This is an optimization exercise on Yosys and OpenROAD, whose aim is small area, a short achievable clock period and few clock cycles per item, not a production implementation.
Function was checked by simulation only, so behaviour that the tests miss may differ from the original.
Power is estimated from default activity; no workload was simulated.

$ cat flow/run.sh
#!/bin/bash
# synth_recipe.tcl (not shown) runs the flow's synth.tcl, then flattens the netlist and writes it again
# the make line also repeats each setting of config.mk as NAME=value (left out here)
make -C /OpenROAD-flow-scripts/flow DESIGN_CONFIG=/design/flow/config.mk WORK_HOME=/design/flow/orfs CLKGATE_MAP_FILE= SYNTH_SCRIPT=/design/flow/synth_recipe.tcl finish
$ cat flow/config.mk
export PLATFORM = sky130hd
export DESIGN_NAME = mipsCore
export DESIGN_NICKNAME = mipsCore
export VERILOG_FILES = /design/flow/design.v
export SDC_FILE = /design/flow/constraint.sdc
export NUM_CORES = 4
export LEC_CHECK = 0
export CAP_MARGIN = 20
export CORE_MARGIN = 2
export CORE_UTILIZATION = 40
export PLACE_DENSITY = 0.6
export SLEW_MARGIN = 20
$ cat flow/constraint.sdc
create_clock -name core_clock -period 4.4 [get_ports {CLK}]
set_input_delay 0.8800 -clock core_clock [delete_from_list [all_inputs] [get_ports {CLK}]]
set_output_delay 0.8800 -clock core_clock [all_outputs]
set_load 0.01 [all_outputs]
$ cat flow/design.v
package mipsPkg;
	localparam int dataWidth    = 32;
	localparam int regAddrWidth = 5;
	localparam int regCount     = 1 << regAddrWidth;
	localparam logic [5:0] opSpecial = 6'h00;  
	localparam logic [5:0] opAddiu   = 6'h09;
	localparam logic [5:0] opAndi    = 6'h0c;
	localparam logic [5:0] opOri     = 6'h0d;
	localparam logic [5:0] opLui     = 6'h0f;
	localparam logic [5:0] opLw      = 6'h23;
	localparam logic [5:0] opSb      = 6'h28;
	localparam logic [5:0] opSh      = 6'h29;
	localparam logic [5:0] opSw      = 6'h2b;
	localparam logic [5:0] fnSll  = 6'h00;
	localparam logic [5:0] fnSrl  = 6'h02;
	localparam logic [5:0] fnAddu = 6'h21;
	localparam logic [5:0] fnSubu = 6'h23;
	localparam logic [5:0] fnAnd  = 6'h24;
	localparam logic [5:0] fnOr   = 6'h25;
	localparam logic [5:0] fnXor  = 6'h26;
	localparam logic [5:0] fnSlt  = 6'h2a;
	localparam logic [1:0] sizeByte = 2'd1;
	localparam logic [1:0] sizeHalf = 2'd2;
	localparam logic [1:0] sizeWord = 2'd0;
endpackage
`timescale 1ns/10ps
module regFile (
	input  logic        CLK,
	input  logic        we,
	input  logic [4:0]  wa,
	input  logic [31:0] wd,
	input  logic [4:0]  ra1,
	input  logic [4:0]  ra2,
	output logic [31:0] rd1,
	output logic [31:0] rd2
);
	logic [31:0] regs [1:31];
	always_ff @(posedge CLK) begin
		if (we && wa != 5'd0) begin
			regs[wa] <= wd;
		end
	end
	assign rd1 = (ra1 == 5'd0) ? 32'd0 : regs[ra1];
	assign rd2 = (ra2 == 5'd0) ? 32'd0 : regs[ra2];
endmodule
`timescale 1ns/10ps
module aluUnit (
	input  logic [31:0] a,
	input  logic [31:0] b,
	input  logic [4:0]  shamt,
	input  logic        selAdd,
	input  logic        selSub,
	input  logic        selAnd,
	input  logic        selOr,
	input  logic        selXor,
	input  logic        selSlt,
	input  logic        selSll,
	input  logic        selSrl,
	output logic [31:0] y
);
	logic        subLike;
	logic [31:0] bx;
	logic [31:0] sum;
	logic        lessThan;
	assign subLike  = selSub | selSlt;
	assign bx       = b ^ {32{subLike}};
	assign sum      = a + bx + {31'd0, subLike};
	assign lessThan = (a[31] ^ b[31]) ? a[31] : sum[31];
	assign y = ({32{selAdd | selSub}} & sum)
	         | ({32{selAnd}} & (a & b))
	         | ({32{selOr}}  & (a | b))
	         | ({32{selXor}} & (a ^ b))
	         | ({32{selSlt}} & {31'd0, lessThan})
	         | ({32{selSll}} & (b << shamt))
	         | ({32{selSrl}} & (b >> shamt));
endmodule
`timescale 1ns/10ps
module mipsCore (
	input  logic        CLK,
	input  logic        rstN,
	output logic [31:0] instrAddress,
	input  logic [31:0] instrData,
	output logic [31:0] dataAddress,
	output logic        memRead,
	output logic        memWrite,
	output logic [31:0] dataWrite,
	output logic [1:0]  writeSize,
	input  logic [31:0] dataRead
);
	logic stall;
	logic [31:2] pc;
	logic        irValid;
	logic [31:0] ir;
	assign instrAddress = {pc, 2'b00};
	always_ff @(posedge CLK or negedge rstN) begin
		if (!rstN) begin
			pc      <= '0;
			irValid <= 1'b0;
		end else if (!stall) begin
			pc      <= pc + 30'd1;
			irValid <= 1'b1;
		end
	end
	always_ff @(posedge CLK) begin
		if (!stall) begin
			ir <= instrData;
		end
	end
	logic [5:0]  op;
	logic [4:0]  rs;
	logic [4:0]  rt;
	logic [4:0]  rd;
	logic [5:0]  fn;
	logic [15:0] imm;
	logic        isR;
	logic        rAdd, rSub, rAnd, rOr, rXor, rSlt, rSll, rSrl, rAlu;
	logic        iAddiu, iAndi, iOri, iLui, iLw, iSw, iSh, iSb, isStore;
	logic        regWrite;
	logic [4:0]  dest;
	logic        useRs;
	logic        useRt;
	logic        useImm;
	logic [31:0] immExt;
	assign op  = ir[31:26];
	assign rs  = ir[25:21];
	assign rt  = ir[20:16];
	assign rd  = ir[15:11];
	assign fn  = ir[5:0];
	assign imm = ir[15:0];
	assign isR    = op == mipsPkg::opSpecial;
	assign rAdd   = isR & (fn == mipsPkg::fnAddu);
	assign rSub   = isR & (fn == mipsPkg::fnSubu);
	assign rAnd   = isR & (fn == mipsPkg::fnAnd);
	assign rOr    = isR & (fn == mipsPkg::fnOr);
	assign rXor   = isR & (fn == mipsPkg::fnXor);
	assign rSlt   = isR & (fn == mipsPkg::fnSlt);
	assign rSll   = isR & (fn == mipsPkg::fnSll);
	assign rSrl   = isR & (fn == mipsPkg::fnSrl);
	assign rAlu   = rAdd | rSub | rAnd | rOr | rXor | rSlt;
	assign iAddiu = op == mipsPkg::opAddiu;
	assign iAndi  = op == mipsPkg::opAndi;
	assign iOri   = op == mipsPkg::opOri;
	assign iLui   = op == mipsPkg::opLui;
	assign iLw    = op == mipsPkg::opLw;
	assign iSw    = op == mipsPkg::opSw;
	assign iSh    = op == mipsPkg::opSh;
	assign iSb    = op == mipsPkg::opSb;
	assign isStore = iSw | iSh | iSb;
	assign regWrite = rAlu | rSll | rSrl | iAddiu | iAndi | iOri | iLui | iLw;
	assign dest     = isR ? rd : rt;
	assign useRs    = rAlu | iAddiu | iAndi | iOri | iLw | isStore;
	assign useRt    = rAlu | rSll | rSrl | isStore;
	assign useImm   = iAddiu | iAndi | iOri | iLui | iLw | isStore;
	assign immExt   = iLui ? {imm, 16'h0000} :
	                  (iAndi | iOri) ? {16'h0000, imm} : {{16{imm[15]}}, imm};
	logic        exWr, exLoad, exStore;
	logic [4:0]  exDest;
	logic [31:0] aluOut;
	logic        memWr, memLoad, memStore;
	logic [4:0]  memDest;
	logic [31:0] memRes;
	logic [31:0] memVal;
	logic [31:0] rfA, rfB;
	logic [31:0] fwdA, fwdB;
	logic        exHitA, exHitB, memHitA, memHitB;
	logic        loadUse;
	logic        issue;
	regFile u_regFile (
		.CLK(CLK), .we(memWr), .wa(memDest), .wd(memVal),
		.ra1(rs), .ra2(rt), .rd1(rfA), .rd2(rfB)
	);
	assign exHitA  = exWr & (exDest == rs);
	assign exHitB  = exWr & (exDest == rt);
	assign memHitA = memWr & (memDest == rs);
	assign memHitB = memWr & (memDest == rt);
	assign fwdA = exHitA ? aluOut : memHitA ? memVal : rfA;
	assign fwdB = exHitB ? aluOut : memHitB ? memVal : rfB;
	assign loadUse = exLoad & ((useRs & exHitA) | (useRt & exHitB));
	assign stall   = irValid & loadUse;
	assign issue   = irValid & ~loadUse;
	logic [31:0] exA, exB, exSD;
	logic [4:0]  exShamt;
	logic [1:0]  exSize;
	logic        exAdd, exSub, exAnd, exOr, exXor, exSlt, exSll, exSrl;
	always_ff @(posedge CLK or negedge rstN) begin
		if (!rstN) begin
			exWr    <= 1'b0;
			exLoad  <= 1'b0;
			exStore <= 1'b0;
		end else begin
			exWr    <= issue & regWrite & (dest != 5'd0);
			exLoad  <= issue & iLw;
			exStore <= issue & isStore;
		end
	end
	always_ff @(posedge CLK) begin
		exDest  <= dest;
		exShamt <= ir[10:6];
		exSize  <= iSb ? mipsPkg::sizeByte : iSh ? mipsPkg::sizeHalf : mipsPkg::sizeWord;
		exAdd   <= rAdd | iAddiu | iLw | isStore;
		exSub   <= rSub;
		exAnd   <= rAnd | iAndi;
		exOr    <= rOr | iOri | iLui;
		exXor   <= rXor;
		exSlt   <= rSlt;
		exSll   <= rSll;
		exSrl   <= rSrl;
		exA     <= iLui ? 32'd0 : fwdA;
		exB     <= useImm ? immExt : fwdB;
		exSD    <= fwdB;
	end
	aluUnit u_alu (
		.a(exA), .b(exB), .shamt(exShamt),
		.selAdd(exAdd), .selSub(exSub), .selAnd(exAnd), .selOr(exOr),
		.selXor(exXor), .selSlt(exSlt), .selSll(exSll), .selSrl(exSrl),
		.y(aluOut)
	);
	logic [31:0] memSD;
	logic [1:0]  memSize;
	always_ff @(posedge CLK or negedge rstN) begin
		if (!rstN) begin
			memWr    <= 1'b0;
			memLoad  <= 1'b0;
			memStore <= 1'b0;
		end else begin
			memWr    <= exWr;
			memLoad  <= exLoad;
			memStore <= exStore;
		end
	end
	always_ff @(posedge CLK) begin
		memDest <= exDest;
		memRes  <= aluOut;
		memSD   <= exSD;
		memSize <= exSize;
	end
	assign memVal      = memLoad ? dataRead : memRes;
	assign dataAddress = memRes;
	assign memRead     = memLoad;
	assign memWrite    = memStore;
	assign dataWrite   = memSD;
	assign writeSize   = memSize;
endmodule
==> run_results.csv, run 1 <==
group,metric,value,unit
sta,slew_violations,0,
yosys,yosys.cell_count.top_type,"edfxtp_1",
yosys,synth_cells,4147,
sta,rsz0062_at_grt,"no",
yosys,synth_top_cell_by_area,"edfxtp_1",
placed_design,port_buffers,163,
routing,first_iter_violations,5347,
routing,dr.pass1.iters,7,
yosys,synth_top_cells_by_count,"1024 x edfxtp_1, 586 x mux4_2, 202 x nor2_1, 197 x dfxtp_1, 185 x clkbuf_1",
yosys,ys.flop_type,"edfxtp_1",
clocking,cts_repair_resize_count,0,
clocking,cts_tree,"yes",
setup_path,worstSetupEndpointType,"register",
clocking,cts_root_buf,"clkbuf_16",
min_path,hp-class,"in2async",
yosys,synth_enable_flop_cells,1024,
yosys,syn_area,63800,sq um
power,power_density,400,nW/um^2
floorplanning,core_area,158000,sq um
yosys,yosysTopAreaCellShare,48.2,%
clocking,ctsHtreeMaxLevel,4,
floorplanning,core.rowCount,146,
flow_run,drv_cap,0,
setup_path,arrival,4850,ps
floorplanning,die_h,403,um
routing,drc_errors,0,
global_routing,grt_start_max_net_pins,66,
floorplanning,die_area,163000,sq um
setup_path,cp_max_fo,10,
yosys,avgSynthCellArea,15.4,sq um
status,status,"timing/DRC/antenna clean",
sta,fmax,0.244,GHz
clocking,cts-buffers-inserted,135,
global_routing,overflow,0,
global_routing,grt_pass1_wl,326000,um
yosys,ys_seq_area_share,55.8,%
global_routing,antenna_found_initial,8,
power,irDropWorstVdd,0.000392,V
final_layout,num-nets-final,4508,
clocking,postCtsSetupBuffers,0,
sta,skew,42.7,ps
yosys,synth_warnings,2,
sta,period_share,93.2,%
setup_path,crit_path_start_kind,"register",
sta,hold_viol_final,0,
sta,fin_crit,4100,ps
routing,wl,233000,um
clocking,ctsHoldBuffers,0,
sta,setup_viol_count_final,0,
yosys,yosysUniqueCellTypes,98,
global_routing,gr-usage-all-layers,28.3,%
floorplanning,die_x,403,um
sta,tightestPinTransition,1140,ps
routing,vias_per_cell,6.59,
routing,wl_per_cell,35.7,um
final_layout,drive_gt1_share,26.2,%
clocking,clk_latency,810,ps
global_routing,grt_pass1_vias,41900,
power,p_leak,25.3,nW
yosys,synth-seq-cells,1258,
final_layout,area_growth,14.9,%
yosys,async_reset_ff_share,2.94,%
yosys,yosys-top-cells-area,"edfxtp_1 48%, mux4_2 21%, dfxtp_1 6.2%, mux2i_1 2.8%, ha_1 2.0%",
sta,finalHoldWorstSlack,215,ps
sta,slew_headroom,24.1,%
routing,vias,43000,
routing,ant_nets,0,
placed_design,place_hpwl,155000,um
floorplanning,initial_core_util,40.3,%
placed_design,gp_congestion,0.992,
clocking,clock_path_buffers,3,
clocking,cts_sinks,1258,
setup_path,crit_type,"reg2reg",
floorplanning,ios,166,
sta,finalSetupTns,0,ps
setup_path,required,5150,ps
clocking,cts.clk_slew.worst_paths,60,ps
-- report_power, final --
| group | internal, W | total (W) | switching, W |
|---|---|---|---|
| sequential | 0.0132 | 0.0137 | 0.000455 |
| clock | 0.00658 | 0.0114 | 0.00481 |
| combinational | 0.00174 | 0.00428 | 0.00255 |
-- per-stage QoR --
stage | instance area, sq um | std cells | total power, W | util [%] | setup slack, ps
floorplan | 63800 | 4148 | 0.0163 | - | 45.0
global placement | 69000 | 6274 | 0.0181 | 43.5 | 313
detailed placement | 69000 | 6274 | 0.0181 | 43.5 | 389
CTS | 73300 | 6514 | 0.0294 | 46.3 | 364
global route | 73300 | 6514 | 0.0302 | 46.3 | 252
finish | 73300 | 6516 | 0.0293 | 46.3 | 301
-- cells by family (layout without fill, tap and decap cells) --
family	after synthesis	in the layout	share of synthesized area, %
and+or+nand+nor	658	658	4.87
adders and majority gates	104	104	2.05
xor gates and xnor gates	95	95	1.30
other	2	5	0.0118
DFF	1258	1258	55.8
AOI/OAI and AO/OA	739	739	8.08
buffers and inverters	466	760	3.30
muxes	825	825	24.6
-- routing by layer --
metal  vias up  routed length (um)  share of wire [%]  track usage (%)
met2      2623              108000                 47             44.5
met4         6               11300                4.8             12.4
met5         -                  35              0.015                0
li1      17300                   -                  -                -
met1     22500               90400                 39             37.8
met3       519               22800                9.8             6.40
-- state kept, by name, summed over array words and instances, names as in the netlist, 2 cells and up, named ones only --
name,cells
u_regFile.regs,992
ir,32
exB,32
memDest,5
exSize,2
exSD,32
memSD,32
exDest,5
exA,32
memSize,2
pc,30
exShamt,5
memRes,32
-- placed cells by master, fill, tap and decap left out, drive strengths merged, types with 22 or more instances in the layout --
master / Yosys / final
buf: 155 / 233
mux2i: 179 / 179
ha: 102 / 102
clkinv: 2 / 53
a22oi: 50 / 50
a21oi: 184 / 184
a221oi: 32 / 32
clkdlybuf4s50: 0 / 162
a21o: 27 / 27
mux2: 58 / 58
clkbuf: 186 / 173
o31ai: 22 / 22
inv: 123 / 129
a211oi: 137 / 137
a31oi: 30 / 30
xnor2: 56 / 56
dfxtp: 197 / 197
nand2: 184 / 184
and2: 22 / 22
dfrtp: 37 / 37
xor2: 39 / 39
and3: 25 / 25
mux4: 588 / 588
o21ai: 78 / 78
nand3: 56 / 56
edfxtp: 1024 / 1024
nor3: 44 / 44
nor2: 202 / 202
-- cell type report --
class	instances	area, sq um
tap	2072	2590
inverter	125	469
timing repair buffer	395	3830
multi-input combinational	2424	26400
fill	13600	85000
clock buffer	173	3730
clock inverter	67	629
antenna	2	5.00
sequential	1258	35700
-- critical path: stages, from the launching register on --
cell and delay [ps]:
dfxtp_1 370, nor2_4 410, xnor2_1 120, ha_1 380, a211oi_1 360, o21ai_0 220, a221oi_1 440, xor2_1 190
o2111ai_1 660, a2bb2oi_1 680, a21o_1 210
-- worst paths after layout --
path / from / endpoint / slack, ps / cells past startpoint
min in group core_clock: exSD[12]$_DFF_P_ / memSD[12]$_DFF_P_ / 330 / 0
hold reg to reg: exSD[12]$_DFF_P_ / memSD[12]$_DFF_P_ / 330 / 0
max in group asynchronous: rstN / memLoad$_DFF_PN0_ / 3540 / 1
setup / recovery: exSlt$_DFF_P_ / exB[9]$_DFF_P_ / 300 / 10
setup reg to reg: exSlt$_DFF_P_ / exB[9]$_DFF_P_ / 300 / 10
hold / removal: rstN / pc[3]$_DFFE_PN0N_ / 210 / 1
Testbench counts, summed over its fixed seeds: cycles 40,348, instrs 39,840.
==> run 2: changes to the inputs <==
--- a/flow/design.v
+++ b/flow/design.v
@@ -30,6 +30,6 @@
 	input  logic [4:0]  wa,
 	input  logic [31:0] wd,
-	input  logic [4:0]  ra1,
-	input  logic [4:0]  ra2,
+	input  logic [31:1] sel1,  
+	input  logic [31:1] sel2,
 	output logic [31:0] rd1,
 	output logic [31:0] rd2
@@ -41,6 +41,12 @@
 		end
 	end
-	assign rd1 = (ra1 == 5'd0) ? 32'd0 : regs[ra1];
-	assign rd2 = (ra2 == 5'd0) ? 32'd0 : regs[ra2];
+	always_comb begin
+		rd1 = '0;
+		rd2 = '0;
+		for (int i = 1; i < 32; i++) begin
+			rd1 = rd1 | ({32{sel1[i]}} & regs[i]);
+			rd2 = rd2 | ({32{sel2[i]}} & regs[i]);
+		end
+	end
 endmodule
 `timescale 1ns/10ps
@@ -102,7 +108,13 @@
 		end
 	end
+	logic [31:1] selRs;
+	logic [31:1] selRt;
 	always_ff @(posedge CLK) begin
 		if (!stall) begin
 			ir <= instrData;
+			for (int i = 1; i < 32; i++) begin
+				selRs[i] <= instrData[25:21] == 5'(i);
+				selRt[i] <= instrData[20:16] == 5'(i);
+			end
 		end
 	end
@@ -168,5 +180,5 @@
 	regFile u_regFile (
 		.CLK(CLK), .we(memWr), .wa(memDest), .wd(memVal),
-		.ra1(rs), .ra2(rt), .rd1(rfA), .rd2(rfB)
+		.sel1(selRs), .sel2(selRt), .rd1(rfA), .rd2(rfB)
 	);
 	assign exHitA  = exWr & (exDest == rs);
--- a/flow/config.mk
+++ b/flow/config.mk
@@ -6,7 +6,11 @@
 export NUM_CORES = 4
 export LEC_CHECK = 0
-export CAP_MARGIN = 20
+export ABC_CLOCK_PERIOD_IN_PS = 2000
+export CAP_MARGIN = 10
 export CORE_MARGIN = 2
 export CORE_UTILIZATION = 40
+export CTS_BUF_LIST = sky130_fd_sc_hd__clkbuf_8
 export PLACE_DENSITY = 0.6
-export SLEW_MARGIN = 20
+export SETUP_SLACK_MARGIN = 2.0
+export SLEW_MARGIN = 10
+export TNS_END_PERCENT = 5
==> run 2 against run 1 <==
  * The layout now fails its checks (max-capacitance violations, max-slew violations)
  * Combinational power is 5.6% higher
  * Largest cell class unchanged
  * Worst hold slack lost 210 ps
  * Sequential power up 5%
  * Sequential cell count increased by 52
  * Die area decreased by 7.3%
  * First-iteration DRC count grew 120%
  * Sequential share of layout area grew 3.8 points
  * Area after synthesis is 7.3% lower
  * Wire length rose by 28%
==> run_results.csv, run 2 <==
group,metric,value,unit
yosys,synth_cells,4409,
floorplanning,core_area,147000,sq um
power,swShare,28.7,%
placed_design,place_area,64400,sq um
sta,slew_headroom,-2.96,%
setup_path,slowest_delay,900,ps
floorplanning,ios,166,
yosys,synth_warnings,2,
clocking,cts_sinks,1310,
sta,tightestPinTransition,1540,ps
yosys,yosys.area_share.xor_xnor,1.53,%
yosys,synth_enable_flop_cells,1086,
flow_run,drv_cap,1,
sta,period_share,75.5,%
global_routing,antenna_found_initial,15,
yosys,ys_seq_area_share,63.0,%
floorplanning,initial_core_util,40.2,%
final_layout,max_flop_register,"u_regFile.regs",
floorplanning,core.rowCount,141,
clocking,cts_tree,"yes",
global_routing,gr-usage-all-layers,38.2,%
setup_path,crit_path_start_kind,"register",
placed_design,gp_congestion,1.02,
global_routing,grt_pass1_wl,400000,um
min_path,hp-class,"in2async",
global_routing,overflow,0,
clocking,cts.clk_slew.worst_paths,60,ps
yosys,synth-seq-cells,1310,
floorplanning,die_h,389,um
yosys,yosysTopAreaCellShare,55.1,%
floorplanning,die_area,151000,sq um
clocking,clk_latency,1010,ps
power,clkPwrFrac,36.3,%
power,internal-power,0.0211,W
routing,first_iter_violations,11600,
power,irDropWorstVdd,0.000359,V
final_layout,fin_area,71200,sq um
status,status,"finished with violations",
yosys,yosys.area_share.adder,2.06,%
final_layout,drive_gt1_share,20.6,%
power,finalPower,0.0296,W
yosys,synthSimpleGateAreaFrac,7.06,%
setup_path,required,5220,ps
sta,hold_viol_final,0,
yosys,avgSynthCellArea,13.4,sq um
routing,ant_nets,0,
yosys,yosysUniqueCellTypes,93,
sta,slew_violations,14,
final_layout,num-nets-final,4993,
sta,fin_crit,3320,ps
power,switchingPower,0.00850,W
routing,wl_per_cell,43.0,um
yosys,ys.flop_type,"edfxtp_1",
final_layout,final_cell_mix,"1086 x edfxtp_1, 325 x buf_4, 315 x a22oi_1, 303 x a221oi_1, 294 x a22o_1",
global_routing,grt_start_max_net_pins,67,
yosys,synth_top_family_by_area,"compound AO/OA/AOI/OAI gates",
sta,fmax,0.301,GHz
routing,drc_errors,0,
status,violations,"max-capacitance violations, max-slew violations",
final_layout,largest_reg_flops,992,
placed_design,port_buffers,163,
clocking,cts_root_buf,"clkbuf_8",
power,p_comb_share,15.2,%
sta,fin_ws,1080,ps
global_routing,grt_pass1_vias,48600,
clocking,clock_path_buffers,3,
placed_design,place_hpwl,179000,um
power,power_density,416,nW/um^2
sta,skew,70.2,ps
yosys,yosys-top-cells-area,"edfxtp_1 55%, dfxtp_1 6.3%, a221oi_1 4.5%, a22o_1 4.4%, a22oi_1 4.0%",
yosys,yosys.cell_count.top_type,"edfxtp_1",
clocking,ctsHtreeMaxLevel,4,
yosys,syn_area,59200,sq um
final_layout,layout_commonest_cell,"edfxtp_1",
sta,rsz0062_at_grt,"yes",
routing,vias_per_cell,7.43,
routing,dr.pass1.iters,14,
yosys,synth_top_cell_by_area,"edfxtp_1",
yosys,async_reset_ff_share,2.82,%
clocking,ctsHoldBuffers,0,
yosys,synthMuxAreaShare,4.40,%
routing,vias,51600,
floorplanning,die_x,389,um
setup_path,cp_cell_sequence,"buf_4 > a221oi_1 > nand4_1 > nor3_1 > nand2_1 > o211ai_1 > a21oi_1",
power,p_leak,25.1,nW
power,pwr-share-seq,48.4,%
sta,setup_viol_count_final,0,
yosys,synth_top_cells_by_count,"1086 x edfxtp_1, 315 x a22oi_1, 304 x a221oi_1, 294 x a22o_1, 273 x clkbuf_1",
final_layout,fin_util,48.3,%
setup_path,cp_max_fo,17,
placed_design,dp_slack,408,ps
clocking,cts-buffers-inserted,210,
yosys,synth-compound-area-share,19.0,%
setup_path,slowest_stage,"nor3_1",
routing,wl,299000,um
setup_path,arrival,4150,ps
final_layout,area_growth,20.4,%
setup_path,worstSetupEndpointType,"register",
setup_path,crit_type,"reg2reg",
[run 2: layer usage]
layer / part of all wire [%] / track usage [%]
met1: 32 / 45.4
met5: 0.065 / 0.0957
met2: 42 / 55.2
met4: 9.7 / 28.5
met3: 16 / 15.9
[run 2: logic make-up (layout without fill, tap and decap cells)]
| group | count (synthesis) | in the layout |
|---|---|---|
| fa+ha+maj | 97 | 97 |
| flops | 1310 | 1310 |
| xor+xnor | 103 | 103 |
| compound gates | 1439 | 1439 |
| mux | 177 | 177 |
| buf+inv | 433 | 1036 |
| simple gates | 848 | 848 |
| other cells | 2 | 10 |
[run 2: cell type report]
class	instances	area, sq um
Fill cell	12700	76100
Sequential cell	1310	37300
Multi-Input combinational cell	2667	21600
Timing Repair Buffer	556	5290
Clock buffer	220	3030
Tap cell	1930	2410
Clock inverter	174	1200
Inverter	86	323
Antenna cell	7	17.5
[run 2: critical path: cells and delay by family, from the launching register on]
| kind | cells | cell delay [ps] |
|---|---|---|
| flip-flops | 1 | 840 |
| AND/OR/NAND/NOR | 3 | 1280 |
| AO/OA/AOI/OAI | 3 | 550 |
| buffers and inverters | 1 | 500 |
[run 2: what timing repair did]
| action | CTS | global route |
|---|---|---|
| buffers inserted | 72 | 50 |
| gates resized for setup | 158 | 109 |
| gates cloned | 1 | 8 |
| pin swaps | 99 | 73 |
| hold endpoints to repair | 0 | 0 |
| endpoints found under the setup margin | 1216 | 1300 |
[run 2: path summary, 6_finish.rpt]
path                                       from                 end  slack, ps  depth (start not counted)
setup / recovery            selRs[19]$_DFFE_PN_  exA[10]$_SDFF_PP0_       1080                          7
hold / removal                             rstN  pc[30]$_DFFE_PN0N_          4                          1
setup reg to reg            selRs[19]$_DFFE_PN_  exA[10]$_SDFF_PP0_       1080                          7
hold reg to reg            exSize[0]$_SDFF_PP1_  memSize[0]$_DFF_P_        320                          0
max in group asynchronous                  rstN   memLoad$_DFF_PN0_       3710                          1
min in group core_clock    exSize[0]$_SDFF_PP1_  memSize[0]$_DFF_P_        320                          0
[run 2: stage by stage]
stage | TNS, ps | instances | hold slack (ps)
after global routing | 0 | 6945 | 59.9
after global placement | 0 | 6418 | 312
final | 0 | 6950 | 3.85
after detailed placement | 0 | 6418 | 313
after floorplan | -37050 | 4410 | 310
after CTS | 0 | 6885 | 6.69
[run 2: power groups by stage]
stage	clock, W	sequential, W	combinational, W
after global placement	0	0.0146	0.00355
after floorplan	0	0.0142	0.00214
after CTS	0.0108	0.0143	0.00403
final	0.0108	0.0144	0.00452
after detailed placement	0	0.0146	0.00356
after global routing	0.0113	0.0143	0.00468
Testbench counts of run 2, summed over its fixed seeds: cycles 40,348, instrs 39,840.
==> run 3: changes to the inputs <==
--- a/flow/design.v
+++ b/flow/design.v
@@ -52,7 +52,10 @@
 `timescale 1ns/10ps
 module aluUnit (
-	input  logic [31:0] a,
+	input  logic [31:0] p,            
+	input  logic [31:0] g,            
 	input  logic [31:0] b,
 	input  logic [4:0]  shamt,
+	input  logic        signsDiffer,  
+	input  logic        aNeg,         
 	input  logic        selAdd,
 	input  logic        selSub,
@@ -65,19 +68,51 @@
 	output logic [31:0] y
 );
-	logic        subLike;
-	logic [31:0] bx;
+	logic [31:0] gl [0:5];
+	logic [31:0] pl [0:5];
+	logic [31:0] carry;
 	logic [31:0] sum;
 	logic        lessThan;
-	assign subLike  = selSub | selSlt;
-	assign bx       = b ^ {32{subLike}};
-	assign sum      = a + bx + {31'd0, subLike};
-	assign lessThan = (a[31] ^ b[31]) ? a[31] : sum[31];
-	assign y = ({32{selAdd | selSub}} & sum)
-	         | ({32{selAnd}} & (a & b))
-	         | ({32{selOr}}  & (a | b))
-	         | ({32{selXor}} & (a ^ b))
+	logic [31:0] bRev;
+	logic [31:0] shIn;
+	logic [31:0] shOut;
+	logic [31:0] shRev;
+	assign gl[0] = g;
+	assign pl[0] = p;
+	always_comb begin
+		for (int k = 0; k < 5; k++) begin
+			for (int i = 0; i < 32; i++) begin
+				if (((i >> k) & 1) == 1) begin
+					gl[k+1][i] = gl[k][i] | (pl[k][i] & gl[k][((i >> k) << k) - 1]);
+					pl[k+1][i] = pl[k][i] & pl[k][((i >> k) << k) - 1];
+				end else begin
+					gl[k+1][i] = gl[k][i];
+					pl[k+1][i] = pl[k][i];
+				end
+			end
+		end
+	end
+	assign carry    = {gl[5][30:0], 1'b0};
+	assign sum      = p ^ carry;
+	assign lessThan = signsDiffer ? aNeg : ~sum[31];
+	always_comb begin
+		for (int i = 0; i < 32; i++) begin
+			bRev[i] = b[31-i];
+		end
+	end
+	assign shIn  = selSll ? bRev : b;
+	assign shOut = shIn >> shamt;
+	always_comb begin
+		for (int i = 0; i < 32; i++) begin
+			shRev[i] = shOut[31-i];
+		end
+	end
+	assign y = ({32{selAdd}} & sum)
+	         | ({32{selSub}} & ~sum)
+	         | ({32{selAnd}} & g)
+	         | ({32{selOr}}  & (p | g))
+	         | ({32{selXor}} & p)
 	         | ({32{selSlt}} & {31'd0, lessThan})
-	         | ({32{selSll}} & (b << shamt))
-	         | ({32{selSrl}} & (b >> shamt));
+	         | ({32{selSll}} & shRev)
+	         | ({32{selSrl}} & shOut);
 endmodule
 `timescale 1ns/10ps
@@ -96,25 +131,20 @@
 	logic stall;
 	logic [31:2] pc;
-	logic        irValid;
 	logic [31:0] ir;
+	logic [31:1] selRs;
+	logic [31:1] selRt;
 	assign instrAddress = {pc, 2'b00};
+	assign ir           = instrData;
 	always_ff @(posedge CLK or negedge rstN) begin
 		if (!rstN) begin
-			pc      <= '0;
-			irValid <= 1'b0;
+			pc <= '0;
 		end else if (!stall) begin
-			pc      <= pc + 30'd1;
-			irValid <= 1'b1;
-		end
-	end
-	logic [31:1] selRs;
-	logic [31:1] selRt;
-	always_ff @(posedge CLK) begin
-		if (!stall) begin
-			ir <= instrData;
-			for (int i = 1; i < 32; i++) begin
-				selRs[i] <= instrData[25:21] == 5'(i);
-				selRt[i] <= instrData[20:16] == 5'(i);
-			end
+			pc <= pc + 30'd1;
+		end
+	end
+	always_comb begin
+		for (int i = 1; i < 32; i++) begin
+			selRs[i] = ir[25:21] == 5'(i);
+			selRt[i] = ir[20:16] == 5'(i);
 		end
 	end
@@ -176,5 +206,5 @@
 	logic [31:0] fwdA, fwdB;
 	logic        exHitA, exHitB, memHitA, memHitB;
-	logic        loadUse;
+	logic        depStall;
 	logic        issue;
 	regFile u_regFile (
@@ -186,13 +216,17 @@
 	assign memHitA = memWr & (memDest == rs);
 	assign memHitB = memWr & (memDest == rt);
-	assign fwdA = exHitA ? aluOut : memHitA ? memVal : rfA;
-	assign fwdB = exHitB ? aluOut : memHitB ? memVal : rfB;
-	assign loadUse = exLoad & ((useRs & exHitA) | (useRt & exHitB));
-	assign stall   = irValid & loadUse;
-	assign issue   = irValid & ~loadUse;
-	logic [31:0] exA, exB, exSD;
+	assign fwdA = memHitA ? memVal : rfA;
+	assign fwdB = memHitB ? memVal : rfB;
+	assign depStall = (useRs & exHitA) | (useRt & exHitB);
+	assign stall   = depStall;
+	assign issue   = ~depStall;
+	logic [31:0] opA, opB;
+	logic [31:0] exP, exG, exB, exSD;
 	logic [4:0]  exShamt;
 	logic [1:0]  exSize;
 	logic        exAdd, exSub, exAnd, exOr, exXor, exSlt, exSll, exSrl;
+	logic        exSignsDiffer, exANeg;
+	assign opA = iLui ? 32'd0 : (rSub | rSlt) ? ~fwdA : fwdA;
+	assign opB = useImm ? immExt : fwdB;
 	always_ff @(posedge CLK or negedge rstN) begin
 		if (!rstN) begin
@@ -218,10 +252,13 @@
 		exSll   <= rSll;
 		exSrl   <= rSrl;
-		exA     <= iLui ? 32'd0 : fwdA;
-		exB     <= useImm ? immExt : fwdB;
+		exB     <= opB;
+		exP     <= opA ^ opB;
+		exG     <= opA & opB;
 		exSD    <= fwdB;
+		exSignsDiffer <= fwdA[31] ^ fwdB[31];
+		exANeg  <= fwdA[31];
 	end
 	aluUnit u_alu (
-		.a(exA), .b(exB), .shamt(exShamt),
+		.p(exP), .g(exG), .b(exB), .shamt(exShamt), .signsDiffer(exSignsDiffer), .aNeg(exANeg),
 		.selAdd(exAdd), .selSub(exSub), .selAnd(exAnd), .selOr(exOr),
 		.selXor(exXor), .selSlt(exSlt), .selSll(exSll), .selSrl(exSrl),
==> flow/flow/run.sh (new file) <==
#!/bin/bash
set -euo pipefail
export BUFFER_PORTS_ARGS="-buffer_cell sky130_fd_sc_hd__buf_2"
bash standard.sh > standard_flow.log 2>&1
==> flow/standard.sh (new file) <==
#!/bin/bash
# synth_recipe.tcl (not shown) runs the flow's synth.tcl, then flattens the netlist and writes it again
# the make line also repeats each setting of config.mk as NAME=value (left out here)
make -C /OpenROAD-flow-scripts/flow DESIGN_CONFIG=/design/flow/config.mk WORK_HOME=/design/flow/orfs CLKGATE_MAP_FILE= SYNTH_SCRIPT=/design/flow/synth_recipe.tcl "${@:-finish}"
--- a/flow/config.mk
+++ b/flow/config.mk
@@ -7,10 +7,10 @@
 export LEC_CHECK = 0
 export ABC_CLOCK_PERIOD_IN_PS = 2000
-export CAP_MARGIN = 10
+export CAP_MARGIN = 20
 export CORE_MARGIN = 2
 export CORE_UTILIZATION = 40
 export CTS_BUF_LIST = sky130_fd_sc_hd__clkbuf_8
 export PLACE_DENSITY = 0.6
-export SETUP_SLACK_MARGIN = 2.0
-export SLEW_MARGIN = 10
-export TNS_END_PERCENT = 5
+export SETUP_SLACK_MARGIN = 1.7
+export SLEW_MARGIN = 20
+export TNS_END_PERCENT = 100
removed: flow/run.sh
==> run 3 against run 2 <==
  * The run now finishes clean
  * Critical path depth grew 3
  * Core utilization grew 2.0 points
  * Sequential share of layout area down 0.68 points
  * Via count decreased by 4.9%
  * Sequential cell count down 61
  * Non-clock buffer count is 121 higher
  * Power down 6.2%
  * Die area is 8.0% lower
  * Critical endpoint is now memRes[10]$_DFF_P_
  * Clock power fell by 7%
==> run_results.csv, run 3 <==
group,metric,value,unit
status,status,"timing/DRC/antenna clean",
yosys,ys_seq_area_share,64.6,%
yosys,yosys.cell_count.top_type,"edfxtp_1",
setup_path,slowest_stage,"mux4_2",
yosys,yosys-top-cells-area,"edfxtp_1 55%, dfxtp_1 8.1%, a22oi_1 7.8%, a221oi_1 3.0%, a22o_1 2.8%",
final_layout,fin_util,50.3,%
sta,slew_violations,0,
placed_design,dp_slack,-121,ps
final_layout,largest_reg_flops,992,
routing,drc_errors,0,
floorplanning,ios,166,
setup_path,arrival,3610,ps
routing,wl,287000,um
power,p_comb_share,13.6,%
placed_design,port_buffers,163,
min_path,hp-class,"in2async",
setup_path,crit_type,"reg2reg",
floorplanning,core.rowCount,135,
clocking,ctsHoldBuffers,0,
power,power_density,409,nW/um^2
routing,vias,49100,
clocking,cts-buffers-inserted,202,
sta,tightestPinTransition,1110,ps
final_layout,instances_no_fill,6700,
final_layout,fill_cells,11600,
setup_path,critPathTopFamily,"multiplexers",
setup_path,cp_cell_sequence,"clkbuf_16 > buf_4 > mux2_2 > mux4_2 > mux2i_4 > nor2_1 > nor2_2 > o21ai_0 > nand2_1 > nand4_1",
final_layout,multi_input_area,20100,sq um
clocking,clk_latency,980,ps
yosys,yosysUniqueCellTypes,77,
floorplanning,initial_core_util,40.2,%
final_layout,area_growth,25.0,%
power,irDropWorstVdd,0.000235,V
yosys,synth-seq-cells,1249,
final_layout,num-nets-final,4850,
placed_design,gp_congestion,1.00,
global_routing,grt_start_max_net_pins,38,
clocking,cts_tree,"yes",
final_layout,drive_gt1_share,28.6,%
setup_path,slowest_delay,520,ps
yosys,synth_warnings,5,
sta,rsz0062_at_grt,"yes",
global_routing,gr-usage-all-layers,39.2,%
yosys,yosysTopAreaCellShare,54.8,%
sta,setup_viol_count_final,0,
power,switchingPower,0.00789,W
routing,wl_per_cell,42.8,um
yosys,avgSynthCellArea,13.1,sq um
floorplanning,die_x,373,um
yosys,syn_area,54400,sq um
sta,finalSetupTns,0,ps
global_routing,grt_pass1_wl,377000,um
yosys,synth_enable_flop_cells,992,
yosys,async_reset_ff_share,2.88,%
setup_path,reg2reg_slack,1460,ps
power,clkPwrFrac,36.2,%
routing,vias_per_cell,7.33,
setup_path,r2r_end,"memRes[10]$_DFF_P_",
setup_path,crit_path_start_kind,"register",
power,finalPower,0.0278,W
final_layout,ff_latch_area,35100,sq um
sta,fmax,0.340,GHz
setup_path,worstSetupEndpointType,"register",
routing,dr.pass1.iters,12,
floorplanning,die_area,139000,sq um
sta,hold_viol_final,0,
yosys,synth_top_cells_by_count,"992 x edfxtp_1, 568 x a22oi_1, 329 x nand2_1, 310 x nor2_1, 221 x dfxtp_1",
yosys,synth_top_cell_by_area,"edfxtp_1",
sta,period_share,66.8,%
yosys,ys.flop_type,"edfxtp_1",
sta,fin_crit,2940,ps
clocking,cts_root_buf,"clkbuf_8",
power,p_leak,24.6,nW
clocking,cts.clk_slew.worst_paths,60,ps
sta,slew_headroom,26.1,%
floorplanning,core_area,135000,sq um
final_layout,final_cell_mix,"992 x edfxtp_1, 542 x a22oi_1, 361 x buf_4, 322 x nand2_1, 219 x clkbuf_8",
final_layout,layout_commonest_cell,"edfxtp_1",
placed_design,place_hpwl,171000,um
routing,first_iter_violations,11400,
power,swShare,28.4,%
final_layout,max_flop_register,"u_regFile.regs",
power,pwr-share-seq,50.2,%
flow_run,drv_cap,0,
global_routing,antenna_found_initial,12,
setup_path,r2r_start,"exShamt[0]$_DFF_P_",
power,internal-power,0.0199,W
sta,skew,54.0,ps
floorplanning,die_h,373,um
setup_path,crit_buf_inv,2,
clocking,ctsHtreeMaxLevel,4,
routing,ant_nets,0,
global_routing,overflow,0,
setup_path,required,5070,ps
placed_design,dp.cells,6139,
sta,fin_ws,1460,ps
global_routing,grt_pass1_vias,45400,
setup_path,cp_max_fo,8,
yosys,synth_cells,4159,
clocking,clock_path_buffers,3,
setup_path,reg2reg_depth,10,
clocking,cts_sinks,1249,
-- run 3: cell count changes in the layout (fill, tap and decap cells not counted), moves of 50 or more --
cell / previous run / this run
buf_12: 38 / 103
a22o_1: 294 / 176
inv_1: 134 / 84
edfxtp_1: 1086 / 992
buf_2: 1 / 152
nand4_1: 143 / 54
a221oi_1: 303 / 162
clkdlybuf4s50_1: 162 / 0
nor2_4: 31 / 98
ha_1: 75 / 18
a22oi_1: 315 / 542
nor3_1: 85 / 27
nand2_1: 197 / 322
-- run 3: timing repair --
item                       CTS  global route
pin swaps                   43            76
setup endpoints to repair  248           311
cloned                       2             9
hold endpoints to repair     0             0
setup buffers               86            87
gates resized for setup    155           200
-- run 3: worst max-delay path by stage --
stage                            start                         endpoint  slack (ps)  depth (start not counted)
floorplan              memWr$_DFF_PN0_  u_regFile.regs[28][0]$_DFFE_PP_        1510                          4
global placement         instrData[18]                  exP[10]$_DFF_P_        -110                         11
detailed placement       instrData[18]                  exP[10]$_DFF_P_        -120                         11
CTS                 exShamt[0]$_DFF_P_               memRes[19]$_DFF_P_        1600                          9
global route        exShamt[0]$_DFF_P_               memRes[19]$_DFF_P_        1460                          9
finish              exShamt[0]$_DFF_P_               memRes[10]$_DFF_P_        1460                         10
-- run 3: worst reg2reg max path, stage by stage (launching register included) --
cell	delay, ps
dfxtp_4	450
clkbuf_16	190
buf_4	130
mux2_2	360
mux4_2	520
mux2i_4	200
nor2_1	90
nor2_2	160
o21ai_0	110
nand2_1	110
nand4_1	330
-- run 3: kinds of logic after synthesis --
kind of cell / Yosys count / synth area share (%)
compound gates: 1287 / 18.2
xor+xnor: 101 / 1.63
fa+ha+maj: 39 / 0.893
buf+inv: 317 / 2.44
flops: 1249 / 64.6
mux: 151 / 3.76
other cells: 1 / 0.00690
simple gates: 1014 / 8.45
-- run 3: area by class of cell --
type                    instances  share of cell area [%]
repair buffers                677                    9.41
clock buffers                 219                    4.43
multi-input cells            2594                    29.6
well taps                    1781                    3.28
diodes                         12                  0.0442
inverters                      22                   0.133
flip-flops and latches       1249                    51.7
clock inverters               146                    1.36
-- run 3: layer usage --
layer / track usage [%] / vias to the layer above / wire length, um
met1: 47.5 / 23700 / 95200
met2: 55.4 / 5565 / 115000
met5: 0.384 / - / 265
met4: 29.1 / 20 / 28000
li1: - / 18100 / -
met3: 16.7 / 1712 / 48300
-- run 3: power by group through the flow --
stage	Combinational [W]	Clock [W]	Sequential, W
floorplan	0.00176	0	0.0140
global placement	0.00321	0	0.0142
detailed placement	0.00323	0	0.0142
CTS	0.00341	0.0101	0.0139
global route	0.00391	0.0106	0.0140
finish	0.00378	0.0100	0.0140
-- run 3: per-stage QoR --
step	hold WS [ps]	cell area, sq um
after detailed placement	312	60500
after floorplan	310	55700
after global placement	312	60500
final	35.4	68000
after global routing	69.8	67900
after CTS	9.66	66000
Testbench counts of run 3, summed over its fixed seeds: cycles 42,319, instrs 39,840.
==> run 4: changes to the inputs <==
==> flow/run.sh (new file) <==
#!/bin/bash
# synth_recipe.tcl (not shown) runs the flow's synth.tcl, then flattens the netlist and writes it again
# the make line also repeats each setting of config.mk as NAME=value (left out here)
make -C /OpenROAD-flow-scripts/flow DESIGN_CONFIG=/design/flow/config.mk WORK_HOME=/design/flow/orfs CLKGATE_MAP_FILE= SYNTH_SCRIPT=/design/flow/synth_recipe.tcl finish
removed: flow/flow/run.sh
removed: flow/standard.sh
==> run 4 against run 3 <==
  * Still clean on timing, DRC and antenna
  * Sequential cell count unchanged
  * First-iteration DRC count shrank 6.1%
  * Global-route usage grew 0.36 points
  * Register-to-register slack worse by 40 ps
  * Combinational power up 13%
  * Critical path depth rose by 1
  * Worst hold slack gained 290 ps
  * Power grew 3.5%
  * Die area unchanged
  * Clock power increased by 6%
  * Core utilization is 3.3 points higher
  * Largest power group unchanged
==> run_results.csv, run 4 <==
group,metric,value,unit
status,status,"timing/DRC/antenna clean",
setup_path,crit_start,"exShamt[0]$_DFF_P_",
clocking,ctsHtreeMaxLevel,4,
yosys,async_reset_ff_share,2.88,%
clocking,clock_path_buffers,3,
flow_run,drv_cap,0,
setup_path,required,5040,ps
setup_path,crit_path_start_kind,"register",
yosys,synthMuxAreaShare,3.76,%
floorplanning,die_h,373,um
routing,wl_met2,116000,um
global_routing,grt_start_max_net_pins,50,
sta,hold_viol_final,0,
final_layout,fin_util,53.6,%
yosys,synth_enable_flop_cells,992,
sta,fmax,0.335,GHz
global_routing,antenna_found_initial,12,
routing,wl,290000,um
min_path,holdCritStartpoint,"exSD[26]$_DFF_P_",
yosys,synth_cells,4159,
final_layout,largest_reg_flops,992,
clocking,cts-buffers-inserted,200,
setup_path,worstSetupEndpointType,"register",
routing,met3WireLength,49400,um
sta,setup_viol_count_final,0,
yosys,synth_warnings,5,
clocking,cts_tree,"yes",
yosys,yosysUniqueCellTypes,77,
routing,vias_per_cell,7.20,
setup_path,arrival,3630,ps
routing,drc_errors,0,
floorplanning,core.rowCount,135,
setup_path,crit_type,"reg2reg",
floorplanning,die_x,373,um
global_routing,grt_pass1_wl,380000,um
yosys,ys_seq_area_share,64.6,%
final_layout,drive_gt1_share,31.3,%
routing,wl_per_cell,41.8,um
sta,skew,71.5,ps
sta,fin_crit,2980,ps
yosys,synth_top_cell_by_area,"edfxtp_1",
yosys,synth-compound-area-share,18.2,%
sta,rsz0062_at_grt,"yes",
placed_design,port_buffers,163,
power,finalPower,0.0287,W
routing,vias,50000,
min_path,hp-class,"reg2reg",
yosys,ys.flop_type,"edfxtp_1",
yosys,yosysTopAreaCellShare,54.8,%
sta,period_share,67.8,%
yosys,avgSynthCellArea,13.1,sq um
clocking,cts_root_buf,"clkbuf_8",
final_layout,area_growth,33.2,%
yosys,syn_area,54400,sq um
routing,ant_nets,0,
floorplanning,ios,166,
floorplanning,core_area,135000,sq um
floorplanning,die_area,139000,sq um
power,p_leak,26.6,nW
routing,first_iter_violations,10700,
routing,top_layer,"met5",
power,power_density,397,nW/um^2
final_layout,fill_cells,11200,
yosys,synth-seq-cells,1249,
yosys,synth_top_family_by_area,"compound AO/OA/AOI/OAI gates",
clocking,cts_sinks,1249,
routing,wl_met1,95900,um
sta,finalHoldWorstSlack,326,ps
global_routing,gr-usage-all-layers,39.6,%
final_layout,multi_input_area,20900,sq um
clocking,clk_latency,1000,ps
yosys,yosys.area_share.adder,0.893,%
final_layout,final_cell_mix,"992 x edfxtp_1, 542 x a22oi_1, 489 x buf_4, 304 x nand2_1, 213 x clkbuf_8",
yosys,synth_top_cells_by_count,"992 x edfxtp_1, 568 x a22oi_1, 329 x nand2_1, 310 x nor2_1, 221 x dfxtp_1",
yosys,synthSimpleGateAreaFrac,8.45,%
routing,dr.pass1.iters,14,
global_routing,grt_pass1_vias,46200,
sta,tightestPinTransition,1130,ps
power,irDropWorstVdd,0.000247,V
floorplanning,initial_core_util,40.2,%
setup_path,cp_max_fo,7,
placed_design,gp_congestion,1.04,
final_layout,max_flop_register,"u_regFile.regs",
yosys,yosys.cell_count.top_type,"edfxtp_1",
final_layout,layout_commonest_cell,"edfxtp_1",
sta,slew_violations,0,
setup_path,r2r_start,"exShamt[0]$_DFF_P_",
yosys,yosys-top-cells-area,"edfxtp_1 55%, dfxtp_1 8.1%, a22oi_1 7.8%, a221oi_1 3.0%, a22o_1 2.8%",
yosys,yosys.area_share.xor_xnor,1.63,%
final_layout,num-nets-final,5086,
sta,slew_headroom,24.5,%
clocking,cts.clk_slew.worst_paths,60,ps
global_routing,overflow,0,
final_layout,ff_latch_area,35200,sq um
placed_design,place_hpwl,177000,um
[run 4: logic make-up after synthesis]
| logic type | after synthesis |
|---|---|
| and+or+nand+nor | 1014 |
| xor gates and xnor gates | 101 |
| muxes | 151 |
| DFF | 1249 |
| adders and majority gates | 39 |
| AOI/OAI and AO/OA | 1287 |
| buffers and inverters | 317 |
| other | 1 |
[run 4: through the flow]
step | cells | worst slack [ps] | area (sq um) | TNS [ps]
CTS | 6808 | 1560 | 69500 | 0
finish | 6943 | 1420 | 72400 | 0
global placement | 6285 | -202 | 62900 | -1830
global route | 6943 | 1390 | 72400 | 0
floorplan | 4160 | 1510 | 55700 | 0
detailed placement | 6285 | -217 | 62900 | -1540
[run 4: path summary, 6_finish.rpt]
path	endpoint	slack, ps	depth (start not counted)
max reg2reg	memRes[19]$_DFF_P_	1420	11
max	memRes[19]$_DFF_P_	1420	11
max in group asynchronous	memLoad$_DFF_PN0_	3190	2
min reg2reg	memSD[26]$_DFF_P_	330	0
min in group asynchronous	pc[17]$_DFFE_PN0N_	560	2
min	memSD[26]$_DFF_P_	330	0
[run 4: routing by layer]
layer,track usage [%],up-vias
li1,-,18600
met1,48.1,24000
met2,55.7,5717
met3,17.7,1674
met4,28.1,18
met5,0.0349,-
[run 4: power by group]
| group | switching [W] | total (W) | leakage [nW] | internal [W] |
|---|---|---|---|---|
| Sequential | 0.000480 | 0.0139 | 11.4 | 0.0134 |
| Clock | 0.00505 | 0.0106 | 2.35 | 0.00554 |
| Combinational | 0.00254 | 0.00426 | 12.8 | 0.00172 |
| Total | 0.00806 | 0.0287 | 26.6 | 0.0207 |
[run 4: final cells by class]
cell class	count	area share, %
clock inverters	166	1.74
inverters	22	0.124
well taps	1781	3.08
diodes	3	0.0104
multi-input cells	2595	28.9
clock buffers	213	4.05
flip-flops and latches	1249	48.5
repair buffers	914	13.6
[run 4: what timing repair did]
action	in CTS	in global routing
cloned	7	12
hold buffers	1	0
hold endpoints to repair	19	0
pin swaps	77	149
gates resized for setup	401	326
endpoints found under the setup margin	429	468
buffers inserted	136	120
[run 4: critical path, stage by stage (launching register included)]
cell and delay, ps:
dfxtp_4 360, buf_12 140, buf_6 120, buf_16 120, mux2_4 290, mux4_2 520, mux2i_1 200, nor2_1 60
nor2_1 130, o22ai_2 110, a21oi_2 210, o211ai_1 410
==> run 5: changes to the inputs <==
--- a/flow/design.v
+++ b/flow/design.v
@@ -54,5 +54,4 @@
 	input  logic [31:0] p,            
 	input  logic [31:0] g,            
-	input  logic [31:0] b,
 	input  logic [4:0]  shamt,
 	input  logic        signsDiffer,  
@@ -70,9 +69,8 @@
 	logic [31:0] gl [0:5];
 	logic [31:0] pl [0:5];
+	logic [31:0] x;                   
 	logic [31:0] carry;
 	logic [31:0] sum;
 	logic        lessThan;
-	logic [31:0] bRev;
-	logic [31:0] shIn;
 	logic [31:0] shOut;
 	logic [31:0] shRev;
@@ -93,13 +91,8 @@
 	end
 	assign carry    = {gl[5][30:0], 1'b0};
-	assign sum      = p ^ carry;
+	assign x        = p & ~g;
+	assign sum      = x ^ carry;
 	assign lessThan = signsDiffer ? aNeg : ~sum[31];
-	always_comb begin
-		for (int i = 0; i < 32; i++) begin
-			bRev[i] = b[31-i];
-		end
-	end
-	assign shIn  = selSll ? bRev : b;
-	assign shOut = shIn >> shamt;
+	assign shOut = p >> shamt;
 	always_comb begin
 		for (int i = 0; i < 32; i++) begin
@@ -110,6 +103,6 @@
 	         | ({32{selSub}} & ~sum)
 	         | ({32{selAnd}} & g)
-	         | ({32{selOr}}  & (p | g))
-	         | ({32{selXor}} & p)
+	         | ({32{selOr}}  & p)
+	         | ({32{selXor}} & x)
 	         | ({32{selSlt}} & {31'd0, lessThan})
 	         | ({32{selSll}} & shRev)
@@ -222,11 +215,17 @@
 	assign issue   = ~depStall;
 	logic [31:0] opA, opB;
-	logic [31:0] exP, exG, exB, exSD;
+	logic [31:0] fwdBRev;
+	logic [31:0] exP, exG, exSD;
 	logic [4:0]  exShamt;
 	logic [1:0]  exSize;
 	logic        exAdd, exSub, exAnd, exOr, exXor, exSlt, exSll, exSrl;
 	logic        exSignsDiffer, exANeg;
-	assign opA = iLui ? 32'd0 : (rSub | rSlt) ? ~fwdA : fwdA;
-	assign opB = useImm ? immExt : fwdB;
+	always_comb begin
+		for (int i = 0; i < 32; i++) begin
+			fwdBRev[i] = fwdB[31-i];
+		end
+	end
+	assign opA = (iLui | rSll | rSrl) ? 32'd0 : (rSub | rSlt) ? ~fwdA : fwdA;
+	assign opB = useImm ? immExt : rSll ? fwdBRev : fwdB;
 	always_ff @(posedge CLK or negedge rstN) begin
 		if (!rstN) begin
@@ -252,6 +251,5 @@
 		exSll   <= rSll;
 		exSrl   <= rSrl;
-		exB     <= opB;
-		exP     <= opA ^ opB;
+		exP     <= opA | opB;
 		exG     <= opA & opB;
 		exSD    <= fwdB;
@@ -260,5 +258,5 @@
 	end
 	aluUnit u_alu (
-		.p(exP), .g(exG), .b(exB), .shamt(exShamt), .signsDiffer(exSignsDiffer), .aNeg(exANeg),
+		.p(exP), .g(exG), .shamt(exShamt), .signsDiffer(exSignsDiffer), .aNeg(exANeg),
 		.selAdd(exAdd), .selSub(exSub), .selAnd(exAnd), .selOr(exOr),
 		.selXor(exXor), .selSlt(exSlt), .selSll(exSll), .selSrl(exSrl),
==> flow/flow/run.sh (new file) <==
#!/bin/bash
set -euo pipefail
export BUFFER_PORTS_ARGS="-buffer_cell sky130_fd_sc_hd__buf_2"
bash standard.sh > standard_flow.log 2>&1
==> flow/standard.sh (new file) <==
#!/bin/bash
# synth_recipe.tcl (not shown) runs the flow's synth.tcl, then flattens the netlist and writes it again
# the make line also repeats each setting of config.mk as NAME=value (left out here)
make -C /OpenROAD-flow-scripts/flow DESIGN_CONFIG=/design/flow/config.mk WORK_HOME=/design/flow/orfs CLKGATE_MAP_FILE= SYNTH_SCRIPT=/design/flow/synth_recipe.tcl "${@:-finish}"
removed: flow/run.sh
==> run 5 against run 4 <==
  * Critical endpoint is now exP[22]$_DFF_P_
  * Global-route usage grew 0.46 points
  * Clock skew shrank 7.8 ps
  * Still clean
  * Design area decreased by 4.9%
  * Die area increased by 4.5%
  * Sequential power shrank 3%
  * Count of clock-buffer cells in the layout decreased by 4
  * Via count grew 6.6%
  * Wire length increased by 4.6%
  * Worst hold slack got worse by 300 ps
==> run_results.csv, run 5 <==
group,metric,value,unit
setup_path,worstSetupEndpointType,"register",
sta,hold_viol_final,0,
final_layout,final_cell_mix,"992 x edfxtp_1, 607 x nand3_1, 447 x a22oi_1, 363 x buf_4, 272 x nand2_1",
setup_path,critPathTopFamily,"simple AND/OR/NAND/NOR gates",
sta,fmax,0.350,GHz
final_layout,layout_commonest_cell,"edfxtp_1",
yosys,yosys-top-cells-area,"edfxtp_1 52%, dfxtp_1 6.7%, a22oi_1 6.0%, nand3_1 5.6%, and3_1 2.6%",
placed_design,port_buffers,163,
final_layout,max_flop_register,"u_regFile.regs",
power,clkPwrFrac,37.5,%
final_layout,largest_reg_flops,992,
final_layout,drive_gt1_share,24.8,%
setup_path,crit_type,"in2reg",
power,p_comb_share,14.6,%
setup_path,slowest_delay,470,ps
setup_path,crit_path_start_kind,"primary input",
placed_design,gp_congestion,1.03,
routing,vias_per_cell,7.28,
yosys,synth_top_cell_by_area,"edfxtp_1",
floorplanning,die_x,381,um
yosys,synth_warnings,5,
min_path,hp-class,"in2async",
flow_run,drv_cap,0,
routing,dr.pass1.iters,10,
floorplanning,core.rowCount,138,
sta,rsz0062_at_grt,"yes",
setup_path,cp_cell_sequence,"buf_6 > buf_4 > nor3b_4 > buf_12 > buf_4 > nand3_1 > nand4_1 > nor4_1 > nand3_2 > o211ai_1 > a31oi_2 > buf_4 > or2_1",
sta,slew_violations,0,
clocking,cts_tree,"yes",
routing,ant_nets,0,
power,irDropWorstVdd,0.000346,V
setup_path,reg2reg_slack,1660,ps
yosys,ys_seq_area_share,60.7,%
sta,skew,63.7,ps
placed_design,place_area,62200,sq um
clocking,cts.clk_slew.worst_paths,60,ps
global_routing,gr-usage-all-layers,40.0,%
sta,fin_crit,2850,ps
final_layout,multi_input_area,22200,sq um
setup_path,arrival,3750,ps
global_routing,antenna_found_initial,21,
yosys,ys.flop_type,"edfxtp_1",
setup_path,required,5300,ps
yosys,async_reset_ff_share,2.96,%
clocking,clock_path_buffers,3,
yosys,synth_cells,4810,
yosys,yosys.cell_count.top_type,"edfxtp_1",
yosys,yosysTopAreaCellShare,52.4,%
routing,drc_errors,0,
setup_path,r2r_start,"memDest[0]$_DFF_P_",
floorplanning,ios,166,
routing,first_iter_violations,11700,
final_layout,instances_no_fill,7317,
floorplanning,die_h,381,um
power,power_density,408,nW/um^2
routing,wl,303000,um
floorplanning,die_area,145000,sq um
power,switchingPower,0.00816,W
final_layout,ff_latch_area,34600,sq um
clocking,ctsHtreeMaxLevel,4,
clocking,clk_latency,1010,ps
setup_path,r2r_end,"exP[22]$_DFF_P_",
sta,slew_headroom,33.2,%
setup_path,reg2reg_depth,10,
sta,setup_viol_count_final,0,
setup_path,cpMostUsedCell,"buf_4",
yosys,yosysUniqueCellTypes,101,
placed_design,place_hpwl,186000,um
clocking,cts-buffers-inserted,195,
global_routing,overflow,0,
global_routing,grt_pass1_wl,403000,um
global_routing,grt_pass1_vias,48700,
clocking,cts_root_buf,"clkbuf_8",
setup_path,slowest_stage,"nor4_1",
power,pwr-share-seq,47.9,%
routing,wl_per_cell,41.4,um
yosys,synth_enable_flop_cells,992,
power,swShare,29.1,%
setup_path,cp_max_fo,52,
placed_design,dp.cells,6790,
floorplanning,core_area,141000,sq um
status,status,"timing/DRC/antenna clean",
final_layout,fill_cells,12500,
final_layout,num-nets-final,5304,
yosys,synth_top_cells_by_count,"992 x edfxtp_1, 633 x nand3_1, 454 x a22oi_1, 275 x nand2_1, 232 x and3_1",
setup_path,crit_buf_inv,5,
routing,vias,53300,
global_routing,grt_start_max_net_pins,102,
floorplanning,initial_core_util,40.2,%
yosys,syn_area,56800,sq um
sta,period_share,64.8,%
power,p_leak,25.5,nW
yosys,synth-seq-cells,1217,
final_layout,area_growth,21.2,%
yosys,avgSynthCellArea,11.8,sq um
sta,tightestPinTransition,999,ps
final_layout,fin_area,68900,sq um
power,finalPower,0.0281,W
power,internal-power,0.0199,W
clocking,cts_sinks,1217,
sta,finalSetupTns,0,ps
## run 5: changes by cell type after synthesis, sizes merged, moves of 37 or more
cell / before / now
a221oi: 185 / 20
and2: 5 / 64
a222oi: 73 / 32
buf: 107 / 236
a2111oi: 0 / 53
nor2: 310 / 179
a22oi: 568 / 455
and3: 36 / 234
nand3: 116 / 633
a22o: 176 / 46
nand2: 330 / 275
ha: 38 / 1
xor2: 78 / 28
nand4: 54 / 175
## run 5: stage by stage
stage / setup slack (ps) / hold WS, ps / util [%]
finish: 1550 / 22.0 / 48.8
global route: 1590 / 58.6 / 48.7
CTS: 1670 / 32.4 / 47.9
detailed placement: 184 / 312 / 44.1
global placement: 195 / 310 / 44.1
floorplan: 1400 / 310 / -
## run 5: power groups by stage
stage                     clock network, W  registers (W)  logic (W)
final                               0.0105         0.0135    0.00409
after global routing                0.0110         0.0135    0.00418
after CTS                           0.0105         0.0134    0.00374
after detailed placement                 0         0.0137    0.00353
after global placement                   0         0.0137    0.00351
after floorplan                          0         0.0135    0.00203
## run 5: cell families (layout without fill, tap and decap cells)
family	count (synthesis)	in the layout	synth area share, %
other	1	20	0.00660
multiplexers	156	156	3.20
XOR/XNOR	77	77	1.19
AO/OA/AOI/OAI	1043	1043	13.8
adder cells (fa/ha/maj)	1	1	0.0220
flip-flops	1217	1217	60.7
AND/OR/NAND/NOR	1852	1863	17.3
buffers and inverters	463	1050	3.80
## run 5: area by class of cell
type / instances / share of cell area, %
antenna: 18 / 0.0654
clock buffer: 209 / 4.18
clock inverter: 160 / 1.79
inverter: 57 / 0.320
multi-input combinational: 3142 / 32.2
sequential: 1217 / 50.2
tap: 1890 / 3.43
timing repair buffer: 624 / 7.85
## run 5: timing repair
item	in CTS	in global routing
gates resized for setup	158	136
hold buffers	0	0
pin swaps	37	39
buffers inserted	73	53
cloned	9	5
setup endpoints to repair	514	97
## run 5: per-layer routing
| metal | part of all wire [%] | vias to the layer above | global-route usage, % |
|---|---|---|---|
| met4 | 10 | 20 | 31.0 |
| met1 | 33 | 25600 | 47.7 |
| li1 | - | 20000 | - |
| met5 | 0.065 | - | 0.0661 |
| met3 | 16 | 1793 | 17.6 |
| met2 | 40 | 5935 | 56.4 |
## run 5: worst register-to-register path, stage by stage, from the launching register on
cell and delay, ps:
dfxtp_2 350, xor2_1 160, nor4_1 280, buf_4 170
nand3_4 200, buf_12 240, buf_12 180, o211ai_1 480
a31oi_2 190, buf_4 170, or2_1 210
## run 5: worst max path at each step
stage	depth (start not counted)	startpoint	slack, ps	end
final	13	instrData[19]	1550	exP[22]$_DFF_P_
after CTS	8	exShamt[0]$_DFF_P_	1670	memRes[29]$_DFF_P_
after detailed placement	11	instrData[20]	180	exG[22]$_DFF_P_
after global placement	11	instrData[19]	190	exP[0]$_DFF_P_
after global routing	9	memLoad$_DFF_PN0_	1590	exG[2]$_DFF_P_
after floorplan	10	instrData[20]	1400	exP[21]$_DFF_P_
Testbench counts of run 5, summed over its fixed seeds: cycles 42,319, instrs 39,840.
==> run 6: changes to the inputs <==
--- a/flow/design.v
+++ b/flow/design.v
@@ -265,4 +265,5 @@
 	logic [31:0] memSD;
 	logic [1:0]  memSize;
+	logic        memWbLoad;   
 	always_ff @(posedge CLK or negedge rstN) begin
 		if (!rstN) begin
@@ -281,6 +282,7 @@
 		memSD   <= exSD;
 		memSize <= exSize;
-	end
-	assign memVal      = memLoad ? dataRead : memRes;
+		memWbLoad <= exLoad;
+	end
+	assign memVal      = memWbLoad ? dataRead : memRes;
 	assign dataAddress = memRes;
 	assign memRead     = memLoad;
==> run 6 against run 5 <==
  * Count of clock-buffer cells in the layout down 5
  * Sequential cell count up 1
  * Design area down 0.19%
  * Power down 1.7%
  * Clock skew down 5.9 ps
  * Sequential power about the same
  * Clock power down 5%
  * Still clean
  * Final cell count up 0.18%
  * Via count down 1.1%
  * Worst hold slack better by 37 ps
  * Critical path type unchanged
  * Combinational power about the same
  * Highest routed layer unchanged
  * Non-clock buffer count up 23
==> run_results.csv, run 6 <==
group,metric,value,unit
final_layout,num-nets-final,5325,
setup_path,critPathTopFamily,"simple AND/OR/NAND/NOR gates",
global_routing,grt_start_max_net_pins,62,
final_layout,layout_commonest_cell,"edfxtp_1",
yosys,syn_area,56800,sq um
placed_design,port_buffers,163,
flow_run,drv_cap,0,
sta,finalSetupTns,0,ps
yosys,synth-compound-area-share,13.8,%
floorplanning,initial_core_util,40.2,%
routing,ant_nets,0,
final_layout,largest_reg_flops,992,
setup_path,slowest_delay,560,ps
final_layout,drive_gt1_share,25.1,%
sta,rsz0062_at_grt,"yes",
global_routing,overflow,0,
setup_path,reg2reg_slack,1670,ps
clocking,cts_root_buf,"clkbuf_8",
setup_path,crit_path_start_kind,"primary input",
status,status,"timing/DRC/antenna clean",
routing,top_layer,"met5",
power,power_density,402,nW/um^2
sta,period_share,62.9,%
clocking,ctsHoldBuffers,0,
routing,drc_errors,0,
yosys,synth_top_cell_by_area,"edfxtp_1",
clocking,cts.clk_slew.worst_paths,70,ps
routing,wl_per_cell,41.6,um
routing,dr.pass1.iters,12,
yosys,synth_enable_flop_cells,992,
setup_path,arrival,3700,ps
routing,wl,305000,um
routing,wl_met2,124000,um
floorplanning,die_area,145000,sq um
final_layout,area_growth,21.0,%
final_layout,max_flop_register,"u_regFile.regs",
setup_path,required,5330,ps
floorplanning,core.rowCount,138,
setup_path,crit_buf_inv,3,
placed_design,gp_congestion,1.05,
global_routing,antenna_found_initial,17,
sta,fin_crit,2770,ps
sta,skew,57.8,ps
clocking,cts_tree,"yes",
clocking,ctsHtreeMaxLevel,4,
floorplanning,die_h,381,um
floorplanning,core_area,141000,sq um
yosys,ys_seq_area_share,60.7,%
sta,slew_headroom,27.7,%
yosys,synth_cells,4811,
routing,wl_met1,101000,um
clocking,clock_path_buffers,3,
min_path,hp-class,"in2async",
global_routing,grt_pass1_vias,48800,
floorplanning,die_x,381,um
setup_path,cp_max_fo,15,
setup_path,cp_cell_sequence,"buf_8 > and3b_4 > and2_4 > buf_4 > a22oi_1 > nand3_1 > nor4_1 > a32oi_1 > buf_4 > mux2i_2 > and3_1",
final_layout,final_cell_mix,"992 x edfxtp_1, 610 x nand3_1, 444 x a22oi_1, 382 x buf_4, 272 x nand2_1",
yosys,yosys.area_share.adder,0.0220,%
sta,slew_violations,0,
power,p_leak,25.4,nW
clocking,clk_latency,990,ps
yosys,synth_top_cells_by_count,"992 x edfxtp_1, 633 x nand3_1, 454 x a22oi_1, 275 x nand2_1, 232 x and3_1",
placed_design,place_hpwl,194000,um
power,irDropWorstVdd,0.000339,V
yosys,synth_warnings,5,
sta,setup_viol_count_final,0,
yosys,synthMuxAreaShare,3.19,%
floorplanning,ios,166,
setup_path,worstSetupEndpointType,"register",
yosys,synth_top_family_by_area,"simple AND/OR/NAND/NOR gates",
[run 6: final cells by class]
cell class	count	area, sq um	share of cell area, %
flip-flops and latches	1218	34600	50.3
multi-input cells	3136	22000	32.0
repair buffers	647	5620	8.18
clock buffers	204	2810	4.08
well taps	1890	2360	3.44
clock inverters	165	1100	1.61
inverters	57	235	0.342
diodes	12	30.0	0.0437
repair inverters	1	5.00	0.00728
[run 6: routing by layer]
layer	track usage (%)	vias to the layer above
li1	-	20000
met1	47.8	25300
met2	57.6	5656
met3	16.9	1709
met4	31.6	11
met5	0.0992	-
[run 6: worst register-to-register path, cell delays in order, from the launching register on]
cell and delay [ps]:
dfrtp_2 480, nand3_1 670, nor2_4 270, buf_4 800
[run 6: cells by family after synthesis]
logic type                 after synthesis
muxes                                  156
AOI/OAI and AO/OA                     1043
and+or+nand+nor                       1852
other                                    1
xor gates and xnor gates                77
buffers and inverters                  463
DFF                                   1218
adders and majority gates                1
[run 6: repair_timing]
item,CTS,global route
endpoints found under the setup margin,337,213
pin swaps,31,42
buffers inserted,76,61
resized for setup,149,131
cloned,6,4
[run 6: worst paths after layout]
path,from,endpoint,cells past startpoint
max,instrData[24],exG[16]$_DFF_P_,11
min,rstN,pc[11]$_DFFE_PN0N_,1
max reg2reg,memWr$_DFF_PN0_,u_regFile.regs[23][13]$_DFFE_PP_,3
min reg2reg,exSD[18]$_DFF_P_,memSD[18]$_DFF_P_,0
max in group asynchronous,rstN,memWr$_DFF_PN0_,1
min in group core_clock,instrData[10],exShamt[4]$_DFF_P_,1
[run 6: power by group]
group          switching, W  total (W)  internal [W]
Sequential         0.000488     0.0135        0.0130
Combinational       0.00272    0.00411       0.00140
Clock               0.00495     0.0100       0.00506
[run 6: stage by stage]
| stage | std cells | total power [W] | utilization, % | instance area, sq um | hold slack [ps] |
|---|---|---|---|---|---|
| 2_1_floorplan | 4812 | 0.0155 | - | 58000 | 310 |
| 3_3_place_gp | 6802 | 0.0173 | 44.2 | 62400 | 311 |
| 3_5_place_dp | 6802 | 0.0173 | 44.2 | 62400 | 312 |
| 4_1_cts | 7253 | 0.0273 | 47.8 | 67600 | 27.4 |
| 5_1_grt | 7322 | 0.0283 | 48.7 | 68700 | 89.4 |
| 6_report | 7330 | 0.0276 | 48.7 | 68700 | 59.2 |
Testbench counts of run 6, summed over its fixed seeds: cycles 42,319, instrs 39,840.

Re-timed with assumed drivers on the ports (clkbuf_16 on the clock, buf_2 on other inputs), run 6 has 1.610 ns of setup slack against 1.633 ns with ideal ports, and 0.569 ns once port delays also move by the mid clock arrival of 1.040 ns.
